Background: an optimization exercise with open tools, aiming at small area, a short achievable clock period and few clock cycles per item. Do not read the settings as production practice. In this exercise RTL edits were held to simulation tests only and were not proved equivalent to the original. No activity file was given, so power comes from the tool's default toggle rates.

== run A ==
==> flow/design.v (excerpt) <==
module multi_page_shelf_rect_allocator #(
   parameter int PAGE_SIZE = 1024,
   parameter int MAX_PAGES = 8
) (
   input  logic        clock,
   input  logic        reset,
   input  logic        req_tvalid,
   output logic        req_tready,
   input  logic [23:0] req_tdata,
   output logic        rsp_tvalid,
   input  logic        rsp_tready,
   output logic [47:0] rsp_tdata,
   output logic [1:0]  rsp_tuser,
   input  logic        csr_tvalid,
   output logic        csr_tready,
   input  logic [7:0]  csr_tdata
);
Size: ~370 flip-flops, roughly 90 I/O pins.
Settings: LEC_CHECK=0, CAP_MARGIN=20, CORE_MARGIN=2, CORE_UTILIZATION=40, SETUP_SLACK_MARGIN=5, SLEW_MARGIN=20; clock period 10.0 ns.
run.sh (not shown) runs the stock make flow with config.mk's settings and CLKGATE_MAP_FILE= SYNTH_SCRIPT=/design/flow/synth_recipe.tcl, a recipe that flattens the netlist after the stock synthesis.
Testbench counts of run A, summed over its fixed seeds: cycles 2,416, items 2,400.
### run A -> run B
Settings: changing SETUP_SLACK_MARGIN from 5 to 4.8; setting CTS_CLUSTER_DIAMETER to 100 for the first time; setting CTS_CLUSTER_SIZE to 30 for the first time; changing CORE_UTILIZATION from 40 to 50.
--- outcome ---
Run B ran to completion and came out clean on the timing, DRC and antenna checks.
Of the two candidates, run A has the worse final area and run B the better one.
met2 demand-to-capacity share in global routing came out higher on run B than on run A.
Going from run A to run B, post-cts gate resize count shrinks by about 40%.
Inputs modified between run B and run C:
Settings: CORE_UTILIZATION: 50 -> 40; CTS_CLUSTER_SIZE: 30 -> unset; CTS_CLUSTER_DIAMETER: 100 -> unset; SETUP_SLACK_MARGIN: 4.8 -> 4.
## What came out
- The maximum clock frequency of run C is lower than that of run B.
- The higher fraction of layout cells with a size suffix above 1 of run B and run C is in run B.
- The total power reported for run C is greater than that of run B by about 8%.
- Relative to run B, number of global-route vias before repair has decreased by 1191 in run C.
- Lower total non-filler cell area in the finished layout was reported by run C, not run B.
- Comparing setup slack for run B and run C, the smaller number came from run C.
[inputs] run D vs run C
Settings: a change of CORE_UTILIZATION from 40 to 50; a change of SETUP_SLACK_MARGIN from 4 to 4.8.
## What came out
- Run D went all the way through the flow, and no timing, DRC or antenna check failed.
- Highest clock frequency the design can meet (run D over run C): increase, 21 MHz
- Worst setup slack: run D vs run C up 650 ps
- Looking at ratio of final minimum period to clock period, run D sits 6.5 points below run C.
- Of run C and run D, the higher switching fraction of total power belongs to run D.
- Run D gives more multi-input logic area than run C did.
- Summary: final critical path time including I/O delays and setup, run D better than run C
- Run D reports its slowest stage cell on the critical path as sky130_fd_sc_hd__a311o_1 while run C reports sky130_fd_sc_hd__clkdlybuf4s50_1.
- Run D vs. run C: well-tap cell count went down; clock-buffer cell count -7; count of TritonRoute iterations in the first routing pass has increased; count of fill cells added during filler insertion saw a decrease.
Inputs modified between run D and run E:
Settings: a change of CORE_UTILIZATION from 50 to 40.
### Flow results
The share of power burned in combinational logic of run E is lower than that of run D.
Run D has higher number of gates resized after cts than run E.
Run E reports its capturing element of the worst setup path as rsp_tdata[45] while run D reports g_page[6].u_cell.room_t_ff[5].
Area growth from synthesis to layout ended up 0.49 points higher on run E than on run D.
Run E against run D; maximum number of pins on one net before global-route repair is down by more than a quarter.
In the tables for run D and run E, critical path depth reads lower with run E.
Run E vs. run D: slew at the pin closest to its max-slew limit went up by 12 ps.

* * *

Another version of the RTL of multi_page_shelf_rect_allocator (not shown whole).
Size: about 0.031 mm^2 of cells after synthesis.
export LEC_CHECK = 0
export CAP_MARGIN = 20
export CORE_MARGIN = 2
export CORE_UTILIZATION = 40
export SETUP_SLACK_MARGIN = 5
export SLEW_MARGIN = 20
create_clock -name core_clock -period 10.0 [get_ports {clock}]
The first run produced a clean layout.
Testbench counts at the start, summed over its fixed seeds: cycles 2,416, items 2,400.
Edit:
--- a/flow/config.mk
+++ b/flow/config.mk
@@ -10,3 +10,3 @@
 export CORE_UTILIZATION = 40
-export SETUP_SLACK_MARGIN = 5
+export SETUP_SLACK_MARGIN = 4
 export SLEW_MARGIN = 20
After rerunning: Worst hold slack barely changes. Power shrinks by 5.0%. Final cell count is lower by 2.6%. Global-route usage shrinks by 1.4 points. Core utilization falls by 2.9 points. Combinational power is lower by 11%. Clock-buffer cell count goes down by 4. Setup slack loses 0.15 ns. Critical path depth is lower by 3. Final area decreases by 6.0%.

## what the ideal ports hide
The results above use ideal ports. As a check the final layouts listed here were re-extracted and re-timed, cells and wires unchanged.
Step 1: set_driving_cell puts a clkbuf_16 on clock and a buf_2 on each other input, an assumption about the parent block.
Step 2, shift: input delay + t, output delay - t, t = (earliest + latest rising clock arrival at the registers) / 2. This alone moves slack from input paths to output paths.
Three values: ideal ports, drivers, drivers and shift; two values: the first two.
run	shift t [ns]	setup WS [ns]	worst setup path after step 2	slew at the worst register clock pin (ns)
run A	0.673	4.802 / 4.728 / 4.470	input to register	0.06 / 0.06
run B	0.663	4.745 / 4.680 / 4.426	input to register	0.12 / 0.12
run C	0.678	4.104 / 4.036 / 3.881	input to register	0.07 / 0.07
run D	0.662	4.754 / 4.704 / 4.294	input to register	0.07 / 0.07
run E	0.683	4.658 / 4.588 / 4.331	input to register	0.07 / 0.07
the first run of note 2	0.673	4.319 / 4.251 / 4.477	input to register	0.07 / 0.07
the second run of note 2	0.670	4.173 / 4.123 / 3.545	input to register	0.07 / 0.07
After both steps setup and hold are still met in every run listed. For the second run of note 2, which loses most, drivers alone change the setup slack by -0.050 ns; drivers and shift together by -0.628 ns.
